What follows belongs to an exercise in optimizing a design on an open flow for small area and a short achievable clock period; a production flow would make more cautious choices.
The RTL was checked by simulation tests, not by an equivalence proof against the original design.
No activity file was given, so power comes from the tool's default toggle rates.

==> flow/design.v <==
`default_nettype none
package s4rf_pkg;
  localparam int MAX_REQUEST = 4096;
  localparam int POS_W       = $clog2(MAX_REQUEST + 1);
  localparam int HEADER_LEN  = 8;
  localparam int NUM_RULES   = 6;
  localparam int RULE_W      = 38;
  localparam logic [7:0] CMD_CONNECT = 8'd1;
  localparam logic [7:0] CMD_BIND    = 8'd2;
  localparam logic [7:0] REPLY_GRANT  = 8'd90;
  localparam logic [7:0] REPLY_REJECT = 8'd91;
  localparam int REPLY_BEATS = 8;
  localparam int BEAT_W      = $clog2(REPLY_BEATS);
  localparam int              CFG_IDX_W     = 3;
  localparam int              CFG_DATA_W    = RULE_W;
  localparam logic [CFG_IDX_W-1:0] CFG_BIND_PORT = 3'd0;
  localparam int              CFG_RULE_BASE = 1;
  typedef struct packed {
    logic        valid;
    logic        kind_bind;
    logic [3:0]  wild;
    logic [31:0] addr;
  } rule_t;
  typedef struct packed {
    logic        granted;
    logic        is4a;
    logic        is_bind;
    logic [15:0] port;
    logic [31:0] addr;
  } reply_t;
endpackage
`default_nettype wire
`default_nettype none
module socks4a_request_filter (
  input  wire logic        clk,
  input  wire logic        rst_n,
  input  wire logic        in_valid,
  output logic             in_ready,
  input  wire logic [7:0]  in_req_byte,
  input  wire logic        in_end_of_request,
  output logic             out_valid,
  input  wire logic        out_ready,
  output logic [7:0]       out_reply_byte,
  output logic             out_reply_final,
  output logic             out_granted,
  output logic             out_is_socks4a,
  output logic             out_is_bind,
  input  wire logic        cfg_valid,
  output logic             cfg_ready,
  input  wire logic [2:0]  cfg_index,
  input  wire logic [37:0] cfg_data
);
  logic [5:0]  rv;             
  logic [5:0]  rk;             
  logic [3:0]  rw [6];         
  logic [31:0] ra [6];         
  logic [15:0] bp;             
  logic        bpf;            
  logic [12:0] pos;
  logic        c1, c2;         
  logic [15:0] port;
  logic [31:0] addr;
  logic [1:0]  nul;
  logic        g7;             
  logic        rvld;
  logic        last;           
  logic [2:0]  beat;
  logic        rg, r4a, rb;
  logic [15:0] rport;
  logic [31:0] raddr;
  assign cfg_ready = 1'b1;
  always_ff @(posedge clk) begin
    if (cfg_valid && cfg_index == 3'd0) bp <= cfg_data[15:0];
    if (!rst_n) bpf <= 1'b0;
    else if (cfg_valid && cfg_index == 3'd0) bpf <= 1'b1;
  end
  for (genvar i = 0; i < 6; i++) begin : g_rule
    always_ff @(posedge clk) begin
      if (cfg_valid && cfg_index == 3'(i + 1)) begin
        rk[i] <= cfg_data[36];
        rw[i] <= cfg_data[35:32];
        ra[i] <= cfg_data[31:0];
      end
      if (!rst_n) rv[i] <= 1'b0;
      else if (cfg_valid && cfg_index == 3'(i + 1)) rv[i] <= cfg_data[37];
    end
  end
  logic hdr;                   
  logic over;                  
  logic is1, is2, is3, is4, is5, is6, is7, ge7;
  assign hdr  = (pos[12:3] == 10'd0);
  assign over = pos[12];
  assign is1 = hdr && pos[2:0] == 3'd1;
  assign is2 = hdr && pos[2:0] == 3'd2;
  assign is3 = hdr && pos[2:0] == 3'd3;
  assign is4 = hdr && pos[2:0] == 3'd4;
  assign is5 = hdr && pos[2:0] == 3'd5;
  assign is6 = hdr && pos[2:0] == 3'd6;
  assign is7 = hdr && pos[2:0] == 3'd7;
  assign ge7 = !hdr || pos[2:0] == 3'd7;
  logic out_take, out_last, in_take, in_end, reply_ok, load;
  assign out_take  = rvld && out_ready;
  assign out_last  = out_take && last;
  assign in_ready  = !rvld || out_last || !in_end_of_request;
  assign in_take   = in_valid && in_ready;
  assign in_end    = in_take && in_end_of_request;
  assign reply_ok  = ge7 && (c1 || c2);
  assign load      = in_end && reply_ok;
  always_ff @(posedge clk) begin
    if (is1) begin
      c1 <= (in_req_byte == 8'd1);
      c2 <= (in_req_byte == 8'd2);
    end
    if (is2) port[15:8]  <= in_req_byte;
    if (is3) port[7:0]   <= in_req_byte;
    if (is4) addr[31:24] <= in_req_byte;
    if (is5) addr[23:16] <= in_req_byte;
    if (is6) addr[15:8]  <= in_req_byte;
    if (is7) addr[7:0]   <= in_req_byte;
  end
  logic nul_byte;
  assign nul_byte = (in_req_byte == 8'd0) && !hdr && !over;
  always_ff @(posedge clk) begin
    if (!rst_n || in_end) begin
      pos <= '0;
      nul <= '0;
    end else if (in_take) begin
      if (!over) pos <= pos + 13'd1;
      if (nul_byte && nul != 2'd2) nul <= nul + 2'd1;
    end
  end
  logic [5:0] part, hit;
  logic       none, g_in;
  for (genvar i = 0; i < 6; i++) begin : g_match
    assign part[i] = rv[i] && (rk[i] ? c2 : c1) &&
                     (rw[i][0] || ra[i][31:24] == addr[31:24]) &&
                     (rw[i][1] || ra[i][23:16] == addr[23:16]) &&
                     (rw[i][2] || ra[i][15:8]  == addr[15:8]);
    assign hit[i]  = part[i] && (rw[i][3] || ra[i][7:0] == in_req_byte);
  end
  assign none = !(|rv);
  assign g_in = (|hit) || none;
  always_ff @(posedge clk) begin
    if (is7) g7 <= g_in;
  end
  logic rep_en;
  assign rep_en = !rvld || out_last;
  always_ff @(posedge clk) begin
    if (rep_en) begin
      rg    <= is7 ? g_in : g7;
      r4a   <= (nul == 2'd2) || (nul == 2'd1 && nul_byte);
      rb    <= c2;
      rport <= c2 ? (bpf ? bp : 16'd0) : port;
      raddr <= {addr[31:8], is7 ? in_req_byte : addr[7:0]};
    end
  end
  logic [7:0] ob, nb;
  always_comb begin
    case (beat)
      3'd7:    nb = 8'd0;
      3'd0:    nb = {7'b0101101, !rg};
      3'd1:    nb = rport[15:8];
      3'd2:    nb = rport[7:0];
      3'd3:    nb = rb ? 8'd0 : raddr[31:24];
      3'd4:    nb = rb ? 8'd0 : raddr[23:16];
      3'd5:    nb = rb ? 8'd0 : raddr[15:8];
      default: nb = rb ? 8'd0 : raddr[7:0];
    endcase
  end
  always_ff @(posedge clk) begin
    if (!rst_n) begin
      rvld <= 1'b0;
      beat <= '0;
      last <= 1'b0;
      ob   <= '0;
    end else begin
      rvld <= load || (rvld && !out_last);
      if (out_take) begin
        beat <= beat + 3'd1;
        last <= (beat == 3'd6);
        ob   <= nb;
      end
    end
  end
  assign out_valid       = rvld;
  assign out_reply_byte  = ob;
  assign out_reply_final = last;
  assign out_granted     = rg;
  assign out_is_socks4a  = r4a;
  assign out_is_bind     = rb;
endmodule
`default_nettype wire
clock: 4.5 ns
lec_check: 0
cap_margin: 20
core_margin: 2
core_utilization: 60
place_density: 0.75
setup_slack_margin: 2.0
slew_margin: 20
run.sh (not shown) runs the stock make flow with config.mk's settings and CLKGATE_MAP_FILE= SYNTH_SCRIPT=/design/flow/synth_recipe.tcl, a recipe that flattens the netlist after the stock synthesis.
Rerun with:
Settings changed: CORE_UTILIZATION 60 to 40, PLACE_DENSITY 0.75 to 0.6.
After rerunning: The new run ran to the end with no violations. Synthesized cell count is unchanged. Combinational power increases slightly. Global-route usage shrinks by 8.0 points. Die area rose by well over a third. Power drops slightly. Critical path depth is unchanged.

## static timing again, ports no longer ideal
The flow's constraints put no driver on any port. The routed layouts listed below were extracted and timed again, unchanged, in two steps. Step 1, drivers: a clkbuf_16 drives clk and a buf_2 each remaining input, both assumed. Step 2, shift: input delay + t, output delay - t, t = (earliest + latest rising clock arrival at the registers) / 2. This alone moves slack from input paths to output paths. Three values: ideal ports, drivers, drivers and shift; two values: the first two.
run | shift t [ns] | setup WS [ns] | worst setup path at the end | worst data-port slew with drivers (ns) | pins driven straight from the clock port
the first run | 0.571 | 2.030 / 2.030 / 1.529 | input to register | 0.05 | 1
the second run | 0.584 | 2.082 / 2.043 / 1.530 | input to register | 0.07 | 1
After both steps setup and hold are still met in every run listed. The setup slack of the second run, which loses most, moves by -0.039 ns with the drivers and by -0.552 ns with both steps.
